What follows belongs to an exercise in optimizing a design on an open flow for small area, a short achievable clock period and few clock cycles; a production flow would make more cautious choices. Where RTL was checked, it was by simulation tests only, not by an equivalence proof against the original. Power is estimated from default activity; no workload was simulated.

Setup of run A:
// conv_top
module conv_top (
  input  wire logic                     clock,
  input  wire logic                     rst_n,
  input  wire logic                     go,
  output logic                          finish,
  output logic [conv_pkg::IMAGE_ADDR_W-1:0]       image_address,
  output logic                          image_enable,
  input  wire logic [conv_pkg::DATA_W-1:0]        image_data,
  output logic [conv_pkg::FILTER_ADDR_W-1:0]      filter_address,
  output logic                          filter_enable,
  input  wire logic [conv_pkg::DATA_W-1:0]        filter_data,
  output logic [conv_pkg::OUTPUT_ADDR_W-1:0]      output_address,
  output logic [conv_pkg::DATA_W-1:0]             output_data,
  output logic                          output_write
);
export LEC_CHECK = 0
export CAP_MARGIN = 20
export CORE_MARGIN = 2
export CORE_UTILIZATION = 40
export SLEW_MARGIN = 20
export SYNTH_HIERARCHICAL = 1
create_clock -name core_clock -period 11.0 [get_ports {clock}]
standard.sh (not shown) runs the stock make flow with config.mk's settings and CLKGATE_MAP_FILE= SYNTH_SCRIPT=/design/flow/synth_recipe.tcl, a recipe that flattens the netlist after the stock synthesis.
==> flow/flow/run.sh <==
#!/bin/bash
# Own layout flow: the standard ORFS flow (its standard synthesis
# included) with the settings in flow/params.sh: a setup-slack target for
# the timing repair, buf_2 port buffers and the clock tree options.
# ORFS writes each tool's log under orfs/logs; standard.log has the rest.
set -uo pipefail
source flow/params.sh
bash standard.sh > standard.log 2>&1
==> flow/flow/params.sh <==
export SETUP_SLACK_MARGIN=7.75
export BUFFER_PORTS_ARGS="-buffer_cell sky130_fd_sc_hd__buf_2"
export CTS_ARGS="-sink_clustering_enable -repair_clock_nets -dont_use_dummy_load -sink_clustering_size 30 -sink_clustering_max_diameter 150"
export SETUP_MOVE_SEQUENCE=sizeup,swap
export PLACE_DENSITY=0.55
Testbench counts of run A, summed over its fixed seeds: cycles 14,208.
## Diff of input files: run B against run A
# run A
export LEC_CHECK = 0
export CAP_MARGIN = 20
export CORE_MARGIN = 2
export CORE_UTILIZATION = 40
export SLEW_MARGIN = 20
export SYNTH_HIERARCHICAL = 1
create_clock -name core_clock -period 11.0 [get_ports {clock}]
# run B
export LEC_CHECK = 0
export CAP_MARGIN = 20
export CORE_MARGIN = 2
export CORE_UTILIZATION = 65
export SLEW_MARGIN = 20
export SYNTH_HIERARCHICAL = 1
create_clock -name core_clock -period 11.0 [get_ports {clock}]
-- flow/flow/params.sh --
<<< run A, line 4
export SETUP_MOVE_SEQUENCE=sizeup,swap
export PLACE_DENSITY=0.55
>>> run B, line 4
export SETUP_MOVE_SEQUENCE=sizeup,swap
Results
- Summary of run B over run A: final period utilization fell 0.17 points; clock group share of total power fell 0.3 points.
- Note that the number of cells in the finished layout apart from fillers recorded for run B amounts to 0.886 times the value seen in run A.
- Comparing run B and run A, the higher detailed-routing wirelength on met1 is on run A.
- Per the comparison of run B with run A, tapcell count shows a reduction of 180; routed wire length shows a reduction of 1800 um; first-pass iteration count of the detailed router decreased by 2 relative to the old numbers.
- Diff run A..run B | flip-flop and latch count | unchanged
- Run B vs. run A: cell area went down by about 2.3%.
- Area occupied by multi-input gates was lower in run B than in run A.
Changes in run C relative to run B:
# run B
export LEC_CHECK = 0
export CAP_MARGIN = 20
export CORE_MARGIN = 2
export CORE_UTILIZATION = 65
export SLEW_MARGIN = 20
export SYNTH_HIERARCHICAL = 1
create_clock -name core_clock -period 11.0 [get_ports {clock}]
# run C
export LEC_CHECK = 0
export CAP_MARGIN = 20
export CORE_MARGIN = 2
export CORE_UTILIZATION = 40
export SLEW_MARGIN = 20
export SYNTH_HIERARCHICAL = 1
create_clock -name core_clock -period 11.0 [get_ports {clock}]
-- flow/flow/params.sh --
<<< run B, line 1
export SETUP_SLACK_MARGIN=7.75
export BUFFER_PORTS_ARGS="-buffer_cell sky130_fd_sc_hd__buf_2"
>>> run C, line 1
export SETUP_SLACK_MARGIN=7.7
export BUFFER_PORTS_ARGS="-buffer_cell sky130_fd_sc_hd__buf_2"
### Flow results
Run C ends up with a register share of the cell area that is 0.68 points lower than in run B.
Between run B and run C, the worst setup slack is higher for run B.
In summary, run C completed successfully, with a layout that passed the timing, DRC and antenna checks.
Higher maximum frequency goes to run B over run C.
The inputs of run D differ from those of run C as listed below.
# run C
export LEC_CHECK = 0
export CAP_MARGIN = 20
export CORE_MARGIN = 2
export CORE_UTILIZATION = 40
export SLEW_MARGIN = 20
export SYNTH_HIERARCHICAL = 1
create_clock -name core_clock -period 11.0 [get_ports {clock}]
# run D
export LEC_CHECK = 0
export CAP_MARGIN = 20
export CORE_MARGIN = 2
export CORE_UTILIZATION = 50
export CTS_CLUSTER_DIAMETER = 150
export CTS_CLUSTER_SIZE = 30
export SETUP_SLACK_MARGIN = 5
export SLEW_MARGIN = 20
export SYNTH_HIERARCHICAL = 1
create_clock -name core_clock -period 11.0 [get_ports {clock}]
==> flow/run.sh (new file) <==
#!/bin/bash
# synth_recipe.tcl (not shown) runs the flow's synth.tcl, then flattens the netlist and writes it again
# the make line also repeats each setting of config.mk as NAME=value (left out here)
make -C /OpenROAD-flow-scripts/flow DESIGN_CONFIG=/design/flow/config.mk WORK_HOME=/design/flow/orfs CLKGATE_MAP_FILE= SYNTH_SCRIPT=/design/flow/synth_recipe.tcl finish
removed: flow/flow/run.sh
removed: flow/flow/params.sh
removed: flow/standard.sh
Findings:
The final layout from run D, which completed every stage, passed the timing, DRC and antenna checks at the end of the flow.
From run C to run D the numbers moved as follows: area growth from synthesis to layout did not really move; routing usage on met3 increased 0.28 points; total number of vias roughly the same; total standard cell area after synthesis ~0 delta; overall die height shrank by 10%.
Comparing run C and run D, the higher detailed-route wire length was measured on run C.
Diff run D..run C | number of flip-flops and latches in the synthesized netlist | unchanged
Run C ended up with u_filter_cache.ring[8][1]$_DFF_P_ as its startpoint of the most critical setup path; run D ended up with u_tile_mac.dn[6]$_DFF_P_.
Setup changes, run D to run E
# run D
export LEC_CHECK = 0
export CAP_MARGIN = 20
export CORE_MARGIN = 2
export CORE_UTILIZATION = 50
export CTS_CLUSTER_DIAMETER = 150
export CTS_CLUSTER_SIZE = 30
export SETUP_SLACK_MARGIN = 5
export SLEW_MARGIN = 20
export SYNTH_HIERARCHICAL = 1
create_clock -name core_clock -period 11.0 [get_ports {clock}]
# run E
export LEC_CHECK = 0
export CAP_MARGIN = 20
export CORE_MARGIN = 2
export CORE_UTILIZATION = 45
export SLEW_MARGIN = 20
export SYNTH_HIERARCHICAL = 1
create_clock -name core_clock -period 11.0 [get_ports {clock}]
==> flow/flow/run.sh (new file) <==
#!/bin/bash
# Own layout flow: the standard ORFS flow (its standard synthesis
# included) with the settings in flow/params.sh: a setup-slack target for
# the timing repair, buf_2 port buffers and the clock tree options.
# ORFS writes each tool's log under orfs/logs; standard.log has the rest.
set -uo pipefail
source flow/params.sh
bash standard.sh > standard.log 2>&1
==> flow/flow/params.sh (new file) <==
export SETUP_SLACK_MARGIN=7.75
export BUFFER_PORTS_ARGS="-buffer_cell sky130_fd_sc_hd__buf_2"
export CTS_ARGS="-sink_clustering_enable -repair_clock_nets -dont_use_dummy_load -sink_clustering_size 30 -sink_clustering_max_diameter 150"
export SETUP_MOVE_SEQUENCE=sizeup,swap
==> flow/standard.sh (new file) <==
#!/bin/bash
# synth_recipe.tcl (not shown) runs the flow's synth.tcl, then flattens the netlist and writes it again
# the make line also repeats each setting of config.mk as NAME=value (left out here)
make -C /OpenROAD-flow-scripts/flow DESIGN_CONFIG=/design/flow/config.mk WORK_HOME=/design/flow/orfs CLKGATE_MAP_FILE= SYNTH_SCRIPT=/design/flow/synth_recipe.tcl "${@:-finish}"
removed: flow/run.sh
Results
- Post-route cell area: run D and run E compared, lower one is run D
- Higher average detailed-routed wire length per instance goes to run E over run D.
- Worst path setup slack after routing: run E vs run D up 0.51 ns
- Compared with run D, in run E part of the cycle the worst path needs dropped 4.6 points, core utilization of the finished layout dropped 4.9 points, clock buffer count in the final layout barely changed, final-stage net count barely changed.

---

Starting RTL as in the previous note.
## conv_top
module conv_top (
  input  wire logic                     clock,
  input  wire logic                     rst_n,
  input  wire logic                     go,
  output logic                          finish,
  output logic [conv_pkg::IMAGE_ADDR_W-1:0]       image_address,
  output logic                          image_enable,
  input  wire logic [conv_pkg::DATA_W-1:0]        image_data,
  output logic [conv_pkg::FILTER_ADDR_W-1:0]      filter_address,
  output logic                          filter_enable,
  input  wire logic [conv_pkg::DATA_W-1:0]        filter_data,
  output logic [conv_pkg::OUTPUT_ADDR_W-1:0]      output_address,
  output logic [conv_pkg::DATA_W-1:0]             output_data,
  output logic                          output_write
);
export LEC_CHECK = 0
export CAP_MARGIN = 20
export CORE_MARGIN = 2
export CORE_UTILIZATION = 70
export SLEW_MARGIN = 20
export SYNTH_HIERARCHICAL = 1
create_clock -name core_clock -period 11.0 [get_ports {clock}]
==> flow/flow/run.sh <==
#!/bin/bash
# Own layout flow: the standard ORFS flow (its standard synthesis
# included) with the settings in flow/params.sh: a setup-slack target for
# the timing repair, buf_2 port buffers and the clock tree options.
# ORFS writes each tool's log under orfs/logs; standard.log has the rest.
set -uo pipefail
source flow/params.sh
bash standard.sh > standard.log 2>&1
==> flow/flow/params.sh <==
export SETUP_SLACK_MARGIN=7.75
export BUFFER_PORTS_ARGS="-buffer_cell sky130_fd_sc_hd__buf_2"
export CTS_ARGS="-sink_clustering_enable -repair_clock_nets -dont_use_dummy_load -sink_clustering_size 30 -sink_clustering_max_diameter 150"
export SETUP_MOVE_SEQUENCE=sizeup,swap
Testbench counts at the start, summed over its fixed seeds: cycles 14,208.
Then changed:
Settings changed: CORE_UTILIZATION 70 to 40.
Non-clock buffer count went up by 2.
Flip-flop and latch count stays the same.
Routed wire length went up by a few percent.
First-iteration DRC count went down by a quarter to a third.
Final area went up slightly.
Worst setup slack is worse by 0.013 ns.
Register-to-register slack is about the same.
Clock skew is about the same.
Clock-buffer cell count stays the same.
Cell count went up by roughly a tenth.
Then changed:
Settings changed: CORE_UTILIZATION 40 to 50.
Result: The changed run completed with no timing, DRC or antenna violations. Sequential power stays flat. Fmax went up by 0.83%. Global-route usage came out higher by 3.7 points. Clock skew drops by 0.013 ns. Wire length went down by about 2.4%. Design area shrinks by 0.41%. Setup slack gets better by 0.027 ns. Count of clock-buffer cells in the layout does not change. Sequential cell count stays the same.

---

Setup of red:
Starting RTL as in the previous note.
Settings: LEC_CHECK=0, CAP_MARGIN=20, CORE_MARGIN=2, CORE_UTILIZATION=40, SLEW_MARGIN=20, SYNTH_HIERARCHICAL=1; clock period 11.0 ns.
==> flow/flow/params.sh <==
export SETUP_SLACK_MARGIN=7.7
export BUFFER_PORTS_ARGS="-buffer_cell sky130_fd_sc_hd__buf_2"
export CTS_ARGS="-sink_clustering_enable -repair_clock_nets -dont_use_dummy_load -sink_clustering_size 30 -sink_clustering_max_diameter 150"
Scripts as last shown in full above: flow/flow/run.sh
red finished all stages; the layout is clean.
Testbench counts of red, summed over its fixed seeds: cycles 14,208.
Edits applied to the flow inputs when going from red to blue:
Settings: CORE_UTILIZATION now 55, was 40.
==> flow/flow/params.sh <==
export SETUP_SLACK_MARGIN=7.75
export BUFFER_PORTS_ARGS="-buffer_cell sky130_fd_sc_hd__buf_2"
export CTS_ARGS="-sink_clustering_enable -repair_clock_nets -dont_use_dummy_load -sink_clustering_size 30 -sink_clustering_max_diameter 150"
export SETUP_MOVE_SEQUENCE=sizeup,swap
[summary]
Achievable clock frequency ends up higher on blue.
The antenna cell count of blue exceeds that of red by 2.
Summary of blue over red: total nets after synthesis did not really move, pre-CTS setup slack roughly the same.
| non-clock buffer count | blue vs red | 14% lower |
Diff red..blue | share of async-settable or async-resettable flops after synthesis | unchanged
Compared blue vs red, and first-iteration DRC count is up in blue.
For green, these inputs were changed with respect to blue:
Settings: a change of CORE_UTILIZATION from 55 to 60.
==> comparison <==
Looking at count of standard-cell rows across blue and green, the one that comes out lower is green. Core box area for green: 2300 um^2 down relative to blue. Final critical path time including I/O delays and setup: green < blue. Going from blue to green, power moved down; number of antenna violations at the first check in global routing moved down; clock power share moved up; final wirelength moved down; met3 wirelength from detailed routing moved down. | number of global-route vias before repair | green vs blue | about 0.7% higher |. Comparing blue and green, the higher die area was measured on blue. Minimum hold slack is lower on blue.

---

try-indigo:
conv_top, a different RTL version from the one above (not shown whole).
Size: about 1200 cells after synthesis, ~71 I/O pins, ~14000 sq um of cells after synthesis.
export LEC_CHECK = 0
export CAP_MARGIN = 20
export CORE_MARGIN = 2
export CORE_UTILIZATION = 40
export SLEW_MARGIN = 20
export SYNTH_HIERARCHICAL = 1
create_clock -name core_clock -period 11.0 [get_ports {clock}]
==> flow/flow/params.sh <==
export SETUP_SLACK_MARGIN=7.7
export BUFFER_PORTS_ARGS="-buffer_cell sky130_fd_sc_hd__buf_2"
export CTS_ARGS="-sink_clustering_enable -repair_clock_nets -dont_use_dummy_load -sink_clustering_size 30 -sink_clustering_max_diameter 150"
Scripts as last shown in full above: flow/flow/run.sh
> inputs changed (try-indigo -> try-maple)
- changing CAP_MARGIN from 20 to 0
- changing SLEW_MARGIN from 20 to 0
==> flow/flow/params.sh <==
export SETUP_SLACK_MARGIN=7.8
export BUFFER_PORTS_ARGS="-buffer_cell sky130_fd_sc_hd__buf_2"
export CTS_ARGS="-sink_clustering_enable -repair_clock_nets -dont_use_dummy_load -sink_clustering_size 30 -sink_clustering_max_diameter 150"
[summary]
Looking at the reports, try-maple completed the entire flow and the layout it produced met the timing, DRC and antenna checks.
Relative to try-indigo, the post-route cell area measured on try-maple has increased by a few percent.
From try-indigo to try-maple the numbers moved as follows: CTS clock-pin slew for the worst setup and hold paths neither gained nor lost much; combinational gate power increased by about 2% relative to the old numbers; signed area change from the synthesized netlist to the final layout saw an increase; critical path depth shrank by 6.
No functional check of the RTL was part of any run of this note.

==> what the ideal ports hide <==
The flow's constraints put no driver on any port. The routed layouts listed below were extracted and timed again, unchanged, in two steps. Step 1 assumes that a clkbuf_16 drives the clock port and a buf_2 every other input. Step 2, shift: input delay + t, output delay - t, t = (earliest + latest rising clock arrival at the registers) / 2. This alone moves slack from input paths to output paths. a / b / c = ideal / step 1 / step 2; a / b = the first two.
| run | t, ns | setup slack, ns | slew at the worst register clock pin (ns) |
|---|---|---|---|
| run A | 0.541 | 7.757 / 7.744 / 7.757 | 0.12 / 0.12 |
| run B | 0.520 | 7.776 / 7.759 / 7.776 | 0.11 / 0.11 |
| run C | 0.522 | 7.716 / 7.716 / 7.716 | 0.11 / 0.11 |
| run D | 0.530 | 7.226 / 7.226 / 7.226 | 0.11 / 0.11 |
| run E | 0.533 | 7.737 / 7.737 / 7.737 | 0.12 / 0.12 |
| the first run of note 2 | 0.512 | 7.783 / 7.749 / 7.783 | 0.11 / 0.11 |
| the second run of note 2 | 0.530 | 7.770 / 7.744 / 7.770 | 0.12 / 0.12 |
| the third run of note 2 | 0.520 | 7.797 / 7.745 / 7.807 | 0.12 / 0.12 |
| red | 0.521 | 7.714 / 7.714 / 7.714 | 0.11 / 0.11 |
| blue | 0.516 | 7.757 / 7.755 / 7.757 | 0.12 / 0.12 |
| green | 0.519 | 7.804 / 7.760 / 7.804 | 0.11 / 0.11 |
| try-indigo | 0.530 | 7.751 / 7.719 / 7.751 | 0.11 / 0.11 |
| try-maple | 0.530 | 7.795 / 7.744 / 7.859 | 0.11 / 0.11 |
After both steps setup and hold are still met in every run listed.
